Background: an optimization exercise with open tools, aiming at small area, a short achievable clock period and few clock cycles. Do not read the settings as production practice.
At most, simulation tests tie the RTL to the original design; equivalence was not proved.
Power figures rest on the tool's default switching activity, not on a simulated workload.

==> module srls_map, before the edit <==
module srls_map (
  input  wire logic        clk,
  input  wire logic        rst_n,
  input  wire logic        pre,
  input  wire logic        load,
  input  wire logic [14:0] rms,
  input  wire logic [14:0] smoothed,
  input  wire logic [14:0] th,
  input  wire logic [14:0] d,
  input  wire logic [11:0] lo,
  input  wire logic [11:0] hi,
  input  wire logic        out_stall,
  output logic             idle,
  output logic             idle_n,
  output logic             out_valid,
  output logic             ov_n,
  output logic [14:0]      out_rms,
  output logic [14:0]      out_sm,
  output logic [11:0]      out_rad
);
  logic        busy, above, ovf, neg;
  logic [4:0]  cnt;
  logic [27:0] pr;
  logic        fin, busy_n;
  logic [11:0] amag, dhl, dlh;
  logic [15:0] h;
  logic [14:0] dm, ab_s;
  logic [17:0] t, m0, m1, m2, cs_s, cs_c;
  logic [15:0] ov;
  logic [16:0] x1, y1;
  logic [13:0] rs;
  logic [11:0] rad;
  logic        dhl_co, dlh_co, dm_co, ov_co, ab_co;
  assign fin    = busy && ((cnt == 5'd0 && !above) || cnt == 5'd17);
  assign busy_n = rst_n && (load || (busy && !fin));
  assign ov_n   = rst_n && (fin || (out_valid && out_stall));
  assign idle   = !busy;
  assign idle_n = !busy_n;
  always_ff @(posedge clk) begin
    neg <= hi < lo;
  end
  srls_add #(12) u_dhl (.a(hi), .b(~lo), .ci(1'b1), .s(dhl), .co(dhl_co));
  srls_add #(12) u_dlh (.a(lo), .b(~hi), .ci(1'b1), .s(dlh), .co(dlh_co));
  assign amag = neg ? dlh : dhl;
  srls_add #(15) u_dm (.a(d), .b({15{1'b1}}), .ci(1'b0), .s(dm), .co(dm_co));
  assign h = neg ? {2'b0, dm[14:1]} : {2'b0, d[14:1]};
  srls_add #(15) u_ab (.a(th), .b(~smoothed), .ci(1'b1), .s(ab_s), .co(ab_co));
  assign m0   = {2'b0, pr[27:12]};
  assign m1   = pr[0] ? {3'b0, out_sm} : 18'd0;
  assign m2   = pr[1] ? {2'b0, out_sm, 1'b0} : 18'd0;
  assign cs_s = m0 ^ m1 ^ m2;
  assign cs_c = (m0 & m1) | (m0 & m2) | (m1 & m2);
  assign t    = cs_s + {cs_c[16:0], 1'b0};
  srls_add #(16) u_ov (.a(pr[27:12]), .b(~{1'b0, d}), .ci(1'b1), .s(ov), .co(ov_co));
  assign y1 = {pr[27:12], pr[11]};
  assign x1 = 17'(({y1, 1'b1} + {{2'b0, d} ^ {17{!pr[27]}}, !pr[27]}) >> 1);
  assign rs = 14'(({14'(lo), 1'b1} + {14'({pr[10:0], !x1[16]}) ^ {14{neg}}, neg}) >> 1);
  always_comb begin
    if (ovf)          rad = neg ? 12'd0 : 12'd4095;
    else if (rs[13])  rad = 12'd0;
    else if (rs[12])  rad = 12'd4095;
    else              rad = rs[11:0];
  end
  always_ff @(posedge clk) begin
    busy      <= busy_n;
    out_valid <= ov_n;
    if (!rst_n) begin
      out_sm <= '0;
    end else if (load) begin
      out_sm <= smoothed;
    end
    if (load) begin
      out_rms <= rms;
    end
  end
  always_ff @(posedge clk) begin
    if (pre) begin
      cnt   <= '0;
      above <= !ab_co;
      pr    <= {h, amag};
    end else if (busy) begin
      cnt <= cnt + 5'd1;
      if (cnt <= 5'd5) begin
        pr <= {t, pr[11:2]};
      end else begin
        pr <= {x1[15:0], pr[10:0], !x1[16]};
      end
      if (cnt == 5'd6) begin
        ovf <= ov_co;
      end
      if (fin) begin
        out_rad <= above ? rad : lo;
      end
    end
  end
endmodule
Settings: LEC_CHECK=0, CAP_MARGIN=60, CORE_MARGIN=2, CORE_UTILIZATION=40, SLEW_MARGIN=60; clock period 12.0 ns.
run.sh (not shown) runs the stock make flow with config.mk's settings and CLKGATE_MAP_FILE= SYNTH_SCRIPT=/design/flow/synth_recipe.tcl, a recipe that flattens the netlist after the stock synthesis.
Next try:
--- a/flow/design.v
+++ b/flow/design.v
@@ -746,9 +746,9 @@
   logic [16:0] x1, y1;
   logic [13:0] rs;
   logic [11:0] rad;
   logic        dhl_co, dlh_co, dm_co, ov_co, ab_co;
-  assign fin    = busy && ((cnt == 5'd0 && !above) || cnt == 5'd17);
+  assign fin    = busy && ((cnt == 5'd0 && !above) || cnt == 5'd18);
   assign busy_n = rst_n && (load || (busy && !fin));
   assign ov_n   = rst_n && (fin || (out_valid && out_stall));
   assign idle   = !busy;
   assign idle_n = !busy_n;
@@ -769,9 +769,9 @@
   assign t    = cs_s + {cs_c[16:0], 1'b0};
   srls_add #(16) u_ov (.a(pr[27:12]), .b(~{1'b0, d}), .ci(1'b1), .s(ov), .co(ov_co));
   assign y1 = {pr[27:12], pr[11]};
   assign x1 = 17'(({y1, 1'b1} + {{2'b0, d} ^ {17{!pr[27]}}, !pr[27]}) >> 1);
-  assign rs = 14'(({14'(lo), 1'b1} + {14'({pr[10:0], !x1[16]}) ^ {14{neg}}, neg}) >> 1);
+  assign rs = 14'(({14'(lo), 1'b1} + {14'(pr[11:0]) ^ {14{neg}}, neg}) >> 1);
   always_comb begin
     if (ovf)          rad = neg ? 12'd0 : 12'd4095;
     else if (rs[13])  rad = 12'd0;
     else if (rs[12])  rad = 12'd4095;
The changed run passed the timing, design-rule and antenna checks.
Routed wire length came out higher by 0.51%.
Non-clock buffer count came out higher by 2.
Total power came out lower by 2.2%.
Via count came out higher by 0.88%.
Sequential cell count does not change.
Worst setup slack is better by 1600 ps.
Final cell count stays flat.
Sequential share of layout area hardly moves.
Fmax came out higher by 39%.
Design area stays flat.
Critical path depth came out lower by 21.
Hold slack hardly moves.
Utilization came out higher by 0.46 points.
Synthesized area is about the same.
Testbench counts after the change, summed over its fixed seeds: cycles 6,944.
Function not checked in the first run of this note: the RTL went through the layout flow alone.

* * *

Another version of the RTL of stereo_rms_level_smoother (not shown whole).
For scale: about 3,500 cells after synthesis, about 390 flip-flops, about 32,000 sq um of cells after synthesis.
==> module srls_map, before the edit <==
module srls_map (
  input  wire logic        clk,
  input  wire logic        rst_n,
  input  wire logic        load,
  input  wire logic [14:0] rms,
  input  wire logic [14:0] smoothed,
  input  wire logic [14:0] th,
  input  wire logic [14:0] d,
  input  wire logic [11:0] lo,
  input  wire logic [11:0] hi,
  input  wire logic        out_stall,
  output logic             idle,
  output logic             idle_n,
  output logic             out_valid,
  output logic             ov_n,
  output logic [14:0]      out_rms,
  output logic [14:0]      out_sm,
  output logic [11:0]      out_rad
);
  logic        busy, above, ovf;
  logic [3:0]  cnt;
  logic [27:0] pr;
  logic        fin, busy_n;
  logic [12:0] dlt;
  logic        neg;
  logic [11:0] amag;
  logic [15:0] h;
  logic [17:0] t;
  logic [16:0] ov;
  logic [16:0] x1, x2, y1, y2;
  logic [13:0] rs;
  logic [11:0] rad;
  logic [14:0] ab_s;
  srls_add #(15) u_ab (.a(th), .b(~smoothed), .ci(1'b1), .s(ab_s), .co(ab_co));
  assign fin    = busy && ((cnt == 4'd0 && !above) || cnt == 4'd13);
  assign busy_n = rst_n && (load || (busy && !fin));
  assign ov_n   = rst_n && (fin || (out_valid && out_stall));
  assign idle   = !busy;
  assign idle_n = !busy_n;
  logic        dlt_co, amag_co, dm_co, t_co, ov_co, ab_co;
  logic [14:0] dm;
  logic [17:0] m0, m1, m2, cs_s, cs_c;
  srls_add #(13) u_dlt (.a({1'b0, hi}), .b(~{1'b0, lo}), .ci(1'b1), .s(dlt), .co(dlt_co));
  assign neg = dlt[12];
  srls_add #(12) u_amag (.a(dlt[11:0] ^ {12{neg}}), .b(12'd0), .ci(neg), .s(amag), .co(amag_co));
  srls_add #(15) u_dm (.a(d), .b({15{neg}}), .ci(1'b0), .s(dm), .co(dm_co));
  assign h = {2'b0, dm[14:1]};
  assign m0   = {2'b0, pr[27:12]};
  assign m1   = pr[0] ? {3'b0, out_sm} : 18'd0;
  assign m2   = pr[1] ? {2'b0, out_sm, 1'b0} : 18'd0;
  assign cs_s = m0 ^ m1 ^ m2;
  assign cs_c = (m0 & m1) | (m0 & m2) | (m1 & m2);
  srls_add #(18) u_t (.a(cs_s), .b({cs_c[16:0], 1'b0}), .ci(1'b0), .s(t), .co(t_co));
  srls_add #(16) u_ov (.a(pr[27:12]), .b(~{1'b0, d}), .ci(1'b1), .s(ov[15:0]), .co(ov_co));
  assign ov[16] = !ov_co;
  assign y1 = {pr[27:12], pr[11]};
  assign x1 = 17'(({y1, 1'b1} + {{2'b0, d} ^ {17{!pr[27]}}, !pr[27]}) >> 1);
  assign y2 = {x1[15:0], pr[10]};
  assign x2 = 17'(({y2, 1'b1} + {{2'b0, d} ^ {17{!x1[16]}}, !x1[16]}) >> 1);
  assign rs = 14'(({14'(lo), 1'b1} + {14'(pr[11:0]) ^ {14{neg}}, neg}) >> 1);
  always_comb begin
    if (ovf)          rad = neg ? 12'd0 : 12'd4095;
    else if (rs[13])  rad = 12'd0;
    else if (rs[12])  rad = 12'd4095;
    else              rad = rs[11:0];
  end
  always_ff @(posedge clk) begin
    busy      <= busy_n;
    out_valid <= ov_n;
    if (!rst_n) begin
      out_sm <= '0;
    end else if (load) begin
      out_sm <= smoothed;
    end
  end
  always_ff @(posedge clk) begin
    if (load) begin
      cnt     <= '0;
      above   <= !ab_co;
      out_rms <= rms;
      pr      <= {h, amag};
    end else if (busy) begin
      cnt <= cnt + 4'd1;
      if (cnt <= 4'd5) begin
        pr <= {t, pr[11:2]};
      end else if (cnt == 4'd6) begin
        ovf <= !ov[16];
      end else if (cnt <= 4'd12) begin
        pr <= {x2[15:0], pr[9:0], !x1[16], !x2[16]};
      end
      if (fin) begin
        out_rad <= above ? rad : lo;
      end
    end
  end
endmodule
clock: 12.0 ns
lec_check: 0
cap_margin: 20
core_margin: 2
core_utilization: 40
slew_margin: 20
The starting point finished with timing, DRC and antenna clean.
Next try:
--- a/flow/design.v
+++ b/flow/design.v
@@ -710,23 +710,23 @@
   output logic [14:0]      out_sm,
   output logic [11:0]      out_rad
 );
   logic        busy, above, ovf;
-  logic [3:0]  cnt;
+  logic [4:0]  cnt;
   logic [27:0] pr;
   logic        fin, busy_n;
   logic [12:0] dlt;
   logic        neg;
   logic [11:0] amag;
   logic [15:0] h;
   logic [17:0] t;
   logic [16:0] ov;
-  logic [16:0] x1, x2, y1, y2;
+  logic [16:0] x1, y1;
   logic [13:0] rs;
   logic [11:0] rad;
   logic [14:0] ab_s;
   srls_add #(15) u_ab (.a(th), .b(~smoothed), .ci(1'b1), .s(ab_s), .co(ab_co));
-  assign fin    = busy && ((cnt == 4'd0 && !above) || cnt == 4'd13);
+  assign fin    = busy && ((cnt == 5'd0 && !above) || cnt == 5'd19);
   assign busy_n = rst_n && (load || (busy && !fin));
   assign ov_n   = rst_n && (fin || (out_valid && out_stall));
   assign idle   = !busy;
   assign idle_n = !busy_n;
@@ -747,10 +747,8 @@
   srls_add #(16) u_ov (.a(pr[27:12]), .b(~{1'b0, d}), .ci(1'b1), .s(ov[15:0]), .co(ov_co));
   assign ov[16] = !ov_co;
   assign y1 = {pr[27:12], pr[11]};
   assign x1 = 17'(({y1, 1'b1} + {{2'b0, d} ^ {17{!pr[27]}}, !pr[27]}) >> 1);
-  assign y2 = {x1[15:0], pr[10]};
-  assign x2 = 17'(({y2, 1'b1} + {{2'b0, d} ^ {17{!x1[16]}}, !x1[16]}) >> 1);
   assign rs = 14'(({14'(lo), 1'b1} + {14'(pr[11:0]) ^ {14{neg}}, neg}) >> 1);
   always_comb begin
     if (ovf)          rad = neg ? 12'd0 : 12'd4095;
     else if (rs[13])  rad = 12'd0;
@@ -772,15 +770,15 @@
       above   <= !ab_co;
       out_rms <= rms;
       pr      <= {h, amag};
     end else if (busy) begin
-      cnt <= cnt + 4'd1;
-      if (cnt <= 4'd5) begin
+      cnt <= cnt + 5'd1;
+      if (cnt <= 5'd5) begin
         pr <= {t, pr[11:2]};
-      end else if (cnt == 4'd6) begin
+      end else if (cnt == 5'd6) begin
         ovf <= !ov[16];
-      end else if (cnt <= 4'd12) begin
-        pr <= {x2[15:0], pr[9:0], !x1[16], !x2[16]};
+      end else if (cnt <= 5'd18) begin
+        pr <= {x1[15:0], pr[10:0], !x1[16]};
       end
       if (fin) begin
         out_rad <= above ? rad : lo;
       end
Outcome:
- routed wire length went down by 7.4%
- clock-buffer cell count went up by 2
- design area went down by 1.8%
- synthesized area went down by 1.8%
- power barely changes
- die area went down by 1.8%
- register-to-register slack gets better by 490 ps
- setup slack gets better by 490 ps
- sequential power stays flat
- via count went down by 2.2%
Function was not checked in any run of this note: the RTL went through the layout flow alone.

re-timing with driven ports:
How much do the figures lean on ideal ports? The routed layouts below were timed once more, with nothing changed but the port constraints. Step 1, drivers: a clkbuf_16 drives clk and a buf_2 each remaining input, both assumed. Step 2 also shifts input and output timing later by t, the mid clock arrival at the registers, as if the neighbouring blocks saw the same clock. Three values: ideal, step 1, step 2; two values: the first two.
run | t, ns | setup WS [ns] | clock arrival spread, ns
the first run of note 1 | 0.664 | 6.236 / 6.236 / 6.236 | 0.038 / 0.038
the second run of note 1 | 0.649 | 7.863 / 7.803 / 7.403 | 0.035 / 0.035
the first run of note 2 | 0.659 | 6.368 / 6.368 / 6.368 | 0.021 / 0.021
the second run of note 2 | 0.649 | 6.859 / 6.859 / 6.707 | 0.038 / 0.038
After both steps setup and hold are still met in every run listed. For the second run of note 1, which loses most, drivers alone change the setup slack by -0.060 ns; drivers and shift together by -0.460 ns.
